This design comes from an exercise in tuning for small area on the open sky130 flow, not from production work. Only simulation tests tie the RTL to the original design; equivalence was not proved. No activity file was given, so power comes from the tool's default toggle rates.

## JK
Design rotate_points_about_centroid_core, start of the top module:
module rotate_points_about_centroid_core #(
  parameter int MaxVertices = 64
) (
  input  wire logic               clk,
  input  wire logic               rst,
  input  wire logic               cfg_we,
  input  wire logic               cfg_idx,
  input  wire logic [15:0]        cfg_data,
  input  wire logic               in_valid,
  output logic                    in_stall,
  input  wire logic signed [15:0] x_in,
  input  wire logic signed [15:0] y_in,
  input  wire logic               last_in,
  output logic                    out_valid,
  input  wire logic               out_stall,
  output logic signed [21:0]      x_out,
  output logic signed [21:0]      y_out,
  output logic                    last_out,
  output logic                    overflow
);
  typedef enum logic [3:0] {
    S_LOAD0, S_LOAD, S_SUMW, S_SUM, S_CHK, S_DIV, S_STORE, S_WAIT, S_RUN
  } st_t;
  st_t               st;
  logic [63:0][31:0] ring;
  logic [5:0]        ph;
  logic [6:0]        cnt;
  logic              dropped;
  logic [15:0]       cos_r, sin_r;
  logic [33:0]       P;
  logic [15:0]       mx, my;
  logic              sx, sy;
  logic [21:0]       y_q;
  logic              axis, neg, r, ov;
  logic full, acc, wr;
  assign full = cnt[6];
  always_comb begin
    in_stall = 1'b1;
    if (st == S_LOAD0) in_stall = 1'b0;
    else if (st == S_LOAD) in_stall = !(full || ph == cnt[5:0]);
  end
  assign acc = in_valid && !in_stall;
  assign wr = acc && (st == S_LOAD0 || !full);
  logic start, skip;
  assign start = (st == S_WAIT) && !ov && (ph == 6'd2);
  assign skip = (st == S_STORE) && axis;
  always_ff @(posedge clk) begin
    ring <= {ring[62:0], wr ? {y_in, x_in} : ring[63]};
    if (st == S_LOAD0 && acc) ph <= 6'd1;
    else ph <= ph + {4'd0, skip, !start && !skip};
  end
  always_ff @(posedge clk) begin
    if (rst) begin
      cos_r <= 16'sd16384;
      sin_r <= '0;
    end else if (cfg_we) begin
      if (cfg_idx) sin_r <= cfg_data;
      else cos_r <= cfg_data;
    end
  end
  logic [3:0]  t;
  logic [1:0]  u;
  logic [15:0] xtap, ytap;
  assign t = ph[5:2];
  assign u = ph[1:0];
  for (genvar k = 0; k < 16; k++) begin : g_tap
    assign xtap[k] = ring[4*k+1][15-k];
    assign ytap[k] = ring[4*k+2][31-k];
  end
  logic xb, yb, cxb, cyb, cdb, top;
  ...
==> module rotate_points_about_centroid_core, before the edit <==
module rotate_points_about_centroid_core #(
  parameter int MaxVertices = 64
) (
  input  wire logic               clk,
  input  wire logic               rst,
  input  wire logic               cfg_we,
  input  wire logic               cfg_idx,
  input  wire logic [15:0]        cfg_data,
  input  wire logic               in_valid,
  output logic                    in_stall,
  input  wire logic signed [15:0] x_in,
  input  wire logic signed [15:0] y_in,
  input  wire logic               last_in,
  output logic                    out_valid,
  input  wire logic               out_stall,
  output logic signed [21:0]      x_out,
  output logic signed [21:0]      y_out,
  output logic                    last_out,
  output logic                    overflow
);
  typedef enum logic [3:0] {
    S_LOAD0, S_LOAD, S_SUMW, S_SUM, S_CHK, S_DIV, S_STORE, S_WAIT, S_RUN
  } st_t;
  st_t               st;
  logic [63:0][31:0] ring;
  logic [5:0]        ph;
  logic [6:0]        cnt;
  logic              dropped;
  logic [15:0]       cos_r, sin_r;
  logic [33:0]       P;
  logic [15:0]       mx, my;
  logic              sx, sy;
  logic [21:0]       y_q;
  logic              axis, neg, r, ov;
  logic full, acc, wr;
  assign full = cnt[6];
  always_comb begin
    in_stall = 1'b1;
    if (st == S_LOAD0) in_stall = 1'b0;
    else if (st == S_LOAD) in_stall = !(full || ph == cnt[5:0]);
  end
  assign acc = in_valid && !in_stall;
  assign wr = acc && (st == S_LOAD0 || !full);
  logic start, skip;
  assign start = (st == S_WAIT) && !ov && (ph == 6'd2);
  assign skip = (st == S_STORE) && axis;
  always_ff @(posedge clk) begin
    ring <= {ring[62:0], wr ? {y_in, x_in} : ring[63]};
    if (st == S_LOAD0 && acc) ph <= 6'd1;
    else ph <= ph + {4'd0, skip, !start && !skip};
  end
  always_ff @(posedge clk) begin
    if (rst) begin
      cos_r <= 16'sd16384;
      sin_r <= '0;
    end else if (cfg_we) begin
      if (cfg_idx) sin_r <= cfg_data;
      else cos_r <= cfg_data;
    end
  end
  logic [3:0]  t;
  logic [1:0]  u;
  logic [15:0] xtap, ytap;
  assign t = ph[5:2];
  assign u = ph[1:0];
  for (genvar k = 0; k < 16; k++) begin : g_tap
    assign xtap[k] = ring[4*k+1][15-k];
    assign ytap[k] = ring[4*k+2][31-k];
  end
  logic xb, yb, cxb, cyb, cdb, top;
  assign top = (t == 4'd0);
  assign xb = xtap[t];
  assign yb = ytap[t];
  assign cxb = mx[4'd15 - t] ^ sx;
  assign cyb = my[4'd15 - t] ^ sy;
  assign cdb = r ? cxb : cyb;
  logic [15:0] src;
  logic [11:0] dsub;
  logic        inv, cin, shl;
  logic [33:0] sum, opv;
  assign opv = {{18{src[15]}}, src} ^ {34{inv}};
  logic [33:0] pa, ob;
  logic [16:0] cy;
  assign pa = shl ? {P[32:0], 1'b0} : P;
  assign ob = {opv[33:22] | dsub, opv[21:0]};
  assign cy[0] = cin;
  for (genvar k = 0; k < 16; k++) begin : g_fa
    assign sum[k] = pa[k] ^ ob[k] ^ cy[k];
    assign cy[k+1] = (pa[k] & ob[k]) | (pa[k] & cy[k]) | (ob[k] & cy[k]);
  end
  assign sum[33:16] = pa[33:16] + ob[33:16] + 18'(cy[16]);
  logic ge;
  assign ge = P[27:21] >= cnt;
  logic [23:0] q24;
  logic [21:0] satq;
  assign q24 = P[33:10];
  assign satq = (q24[23:21] == 3'b000 || q24[23:21] == 3'b111) ? q24[21:0]
              : {q24[23], {21{~q24[23]}}};
  logic svalid;
  assign svalid = {1'b0, ph} < cnt;
  always_comb begin
    src = '0;
    inv = 1'b0;
    cin = 1'b0;
    shl = 1'b0;
    dsub = '0;
    if (st == S_DIV) begin
      shl = 1'b1;
      if (ge) begin
        dsub = -{5'd0, cnt};
        src = 16'd1;
      end
    end else if (st == S_SUM) begin
      if (svalid) begin
        src = axis ? ring[63][31:16] : ring[63][15:0];
        inv = neg;
      end
    end else if (st == S_RUN) begin
      unique case (u)
        2'd1: begin
          src = {1'b0, cdb, 13'd0, (t == 4'd6)};
          shl = 1'b1;
        end
        2'd2: begin
          src = r ? cos_r : sin_r;
          if (xb == cxb) src = '0;
          else begin
            inv = ~xb ^ top;
            cin = inv;
          end
        end
        2'd3: begin
          src = r ? sin_r : cos_r;
          if (yb == cyb) src = '0;
          else begin
            inv = ~yb ^ top ^ r;
            cin = inv;
          end
        end
        default: ;
      endcase
    end
  end
  logic pload, pbit;
  always_comb begin
    pload = 1'b0;
    pbit = 1'b0;
    if (st == S_LOAD0 || st == S_LOAD || st == S_STORE) pload = 1'b1;
    else if (st == S_CHK) pload = P[33];
    else if (start) begin
      pload = 1'b1;
      pbit = my[15] ^ sy;
    end else if (st == S_RUN && !r && ph == 6'd1) begin
      pload = 1'b1;
      pbit = mx[15] ^ sx;
    end
  end
  always_ff @(posedge clk) begin
    if (pload) P <= {{20{pbit}}, 14'd0};
    else P <= sum;   
  end
  always_ff @(posedge clk) begin
    if (st == S_RUN && !r && ph == 6'd1) y_q <= satq;
  end
  always_ff @(posedge clk) begin
    if (rst) begin
      st <= S_LOAD0;
      ov <= 1'b0;
    end else begin
      unique case (st)
        S_LOAD0: begin
          if (acc) begin
            cnt <= 7'd1;
            dropped <= 1'b0;
            axis <= 1'b0;
            neg <= 1'b0;
            st <= last_in ? S_SUMW : S_LOAD;
          end
        end
        S_LOAD: begin
          if (acc) begin
            if (full) dropped <= 1'b1;
            else cnt <= cnt + 7'd1;
            if (last_in) st <= S_SUMW;
          end
        end
        S_SUMW: if (ph == 6'd63) st <= S_SUM;
        S_SUM: if (ph == 6'd63) st <= S_CHK;
        S_CHK: begin
          if (!neg && P[33]) begin
            neg <= 1'b1;
            st <= S_SUMW;
          end else begin
            if (axis) sy <= neg && !P[33];
            else sx <= neg && !P[33];
            st <= S_DIV;
          end
        end
        S_DIV: if (ph == 6'd22) st <= S_STORE;
        S_STORE: begin
          neg <= 1'b0;
          axis <= 1'b1;
          if (!axis) begin
            mx <= P[15:0];
            st <= S_SUMW;
          end else begin
            my <= P[15:0];
            st <= S_WAIT;
          end
        end
        S_WAIT: begin
          if (ov) begin
            if (!out_stall) begin
              ov <= 1'b0;
              cnt <= cnt - 7'd1;
              if (cnt == 7'd1) st <= S_LOAD0;
            end
          end else if (start) begin
            r <= 1'b0;
            st <= S_RUN;
          end
        end
        S_RUN: begin
          if (ph == 6'd1) r <= 1'b1;
          if (r && ph == 6'd63) begin
            ov <= 1'b1;
            st <= S_WAIT;
          end
        end
        default: st <= S_LOAD0;
      endcase
    end
  end
  assign out_valid = ov;
  assign x_out = satq;
  assign y_out = y_q;
  assign last_out = (cnt == 7'd1);
  assign overflow = dropped;
endmodule
export LEC_CHECK = 0
export CAP_MARGIN = 20
export CORE_MARGIN = 2
export CORE_UTILIZATION = 60
export SLEW_MARGIN = 20
create_clock -name core_clock -period 12.0 [get_ports {clk}]
standard.sh (not shown) runs the stock make flow with config.mk's settings and CLKGATE_MAP_FILE= SYNTH_SCRIPT=/design/flow/synth_recipe.tcl, a recipe that flattens the netlist after the stock synthesis.
==> flow/flow/run.sh <==
#!/bin/bash
# Standard ORFS layout (the standard.sh), with two changes to how the layout is made:
#  - clock tree synthesis without dummy loads, from clkbuf_8 buffers in larger clusters;
#  - port buffers made of buf_1 cells.
set -euo pipefail
export CTS_ARGS="-sink_clustering_enable -repair_clock_nets -dont_use_dummy_load -buf_list sky130_fd_sc_hd__clkbuf_8 -sink_clustering_size 20 -sink_clustering_max_diameter 50"
export BUFFER_PORTS_ARGS="-buffer_cell sky130_fd_sc_hd__buf_1"
bash standard.sh > standard.log 2>&1
Input-level comparison between MS and JK:
--- a/flow/design.v
+++ b/flow/design.v
@@ -78,17 +78,8 @@
   logic [15:0] src;
   logic [11:0] dsub;
-  logic        inv, cin, shl;
+  logic        inv, cin, shl, padd;
   logic [33:0] sum, opv;
   assign opv = {{18{src[15]}}, src} ^ {34{inv}};
-  logic [33:0] pa, ob;
-  logic [16:0] cy;
-  assign pa = shl ? {P[32:0], 1'b0} : P;
-  assign ob = {opv[33:22] | dsub, opv[21:0]};
-  assign cy[0] = cin;
-  for (genvar k = 0; k < 16; k++) begin : g_fa
-    assign sum[k] = pa[k] ^ ob[k] ^ cy[k];
-    assign cy[k+1] = (pa[k] & ob[k]) | (pa[k] & cy[k]) | (ob[k] & cy[k]);
-  end
-  assign sum[33:16] = pa[33:16] + ob[33:16] + 18'(cy[16]);
+  assign sum = (shl ? {P[32:0], 1'b0} : P) + {opv[33:22] | dsub, opv[21:0]} + 34'(cin);
   logic ge;
   assign ge = P[27:21] >= cnt;
@@ -105,7 +96,9 @@
     cin = 1'b0;
     shl = 1'b0;
+    padd = 1'b0;
     dsub = '0;
     if (st == S_DIV) begin
       shl = 1'b1;
+      padd = 1'b1;
       if (ge) begin
         dsub = -{5'd0, cnt};
@@ -113,8 +106,7 @@
       end
     end else if (st == S_SUM) begin
-      if (svalid) begin
-        src = axis ? ring[63][31:16] : ring[63][15:0];
-        inv = neg;
-      end
+      src = axis ? ring[63][31:16] : ring[63][15:0];
+      inv = neg;
+      padd = svalid;
     end else if (st == S_RUN) begin
       unique case (u)
@@ -122,7 +114,9 @@
           src = {1'b0, cdb, 13'd0, (t == 4'd6)};
           shl = 1'b1;
+          padd = !top;
         end
         2'd2: begin
           src = r ? cos_r : sin_r;
+          padd = 1'b1;
           if (xb == cxb) src = '0;
           else begin
@@ -133,4 +127,5 @@
         2'd3: begin
           src = r ? sin_r : cos_r;
+          padd = 1'b1;
           if (yb == cyb) src = '0;
           else begin
@@ -159,5 +154,5 @@
   always_ff @(posedge clk) begin
     if (pload) P <= {{20{pbit}}, 14'd0};
-    else P <= sum;   
+    else if (padd) P <= sum;
   end
   always_ff @(posedge clk) begin
### Flow results
MS | stages: all done | timing, DRC, antenna: all pass. JK finished every stage and its layout cleared the timing, DRC and antenna checks. JK has a lower synthesized area than MS. Clock-buffer cell count: MS vs JK down 4.2%. MS reports a higher number of vias in the routed layout than JK does. Compared with JK, in MS smallest setup slack after layout rose 4.27 ns, inverter count went up, area used by multi-input combinational logic moved up, design area went up by about 1%, switching portion of total power barely changed. Layout-stage area growth over the synthesis result (MS over JK): decrease, 0.48 points. Relative to JK, the HPWL reported at the end of detailed placement of MS is higher by about 3.3%. Relative to JK, die outline height increased by 0.70% in MS. | non-clock buffer contribution to total cell area | MS vs JK | 0.23 points lower |. Taking JK as 1.0, MS lands at 1.6 on fmax.

-- re-timing with driven ports --
The results above use ideal ports. As a check the final layouts listed here were re-extracted and re-timed, cells and wires unchanged. Step 1: set_driving_cell puts a clkbuf_16 on clk and a buf_2 on each other input, an assumption about the parent block. Step 2 moves the port delays by t, midway between the first and last clock arrival at a register: inputs arrive t later, outputs are due t later. That takes back most of the time a late clock gives input paths. a / b / c = ideal ports / drivers / drivers and shift; a / b = the first two.
| run | t, ns | setup slack, ns | worst data-port slew with drivers (ns) |
|---|---|---|---|
| JK | 0.815 | 0.538 / 0.538 / 0.538 | 0.16 |
| MS | 0.809 | 4.809 / 4.809 / 4.809 | 0.14 |
After both steps setup and hold are still met in every run listed.
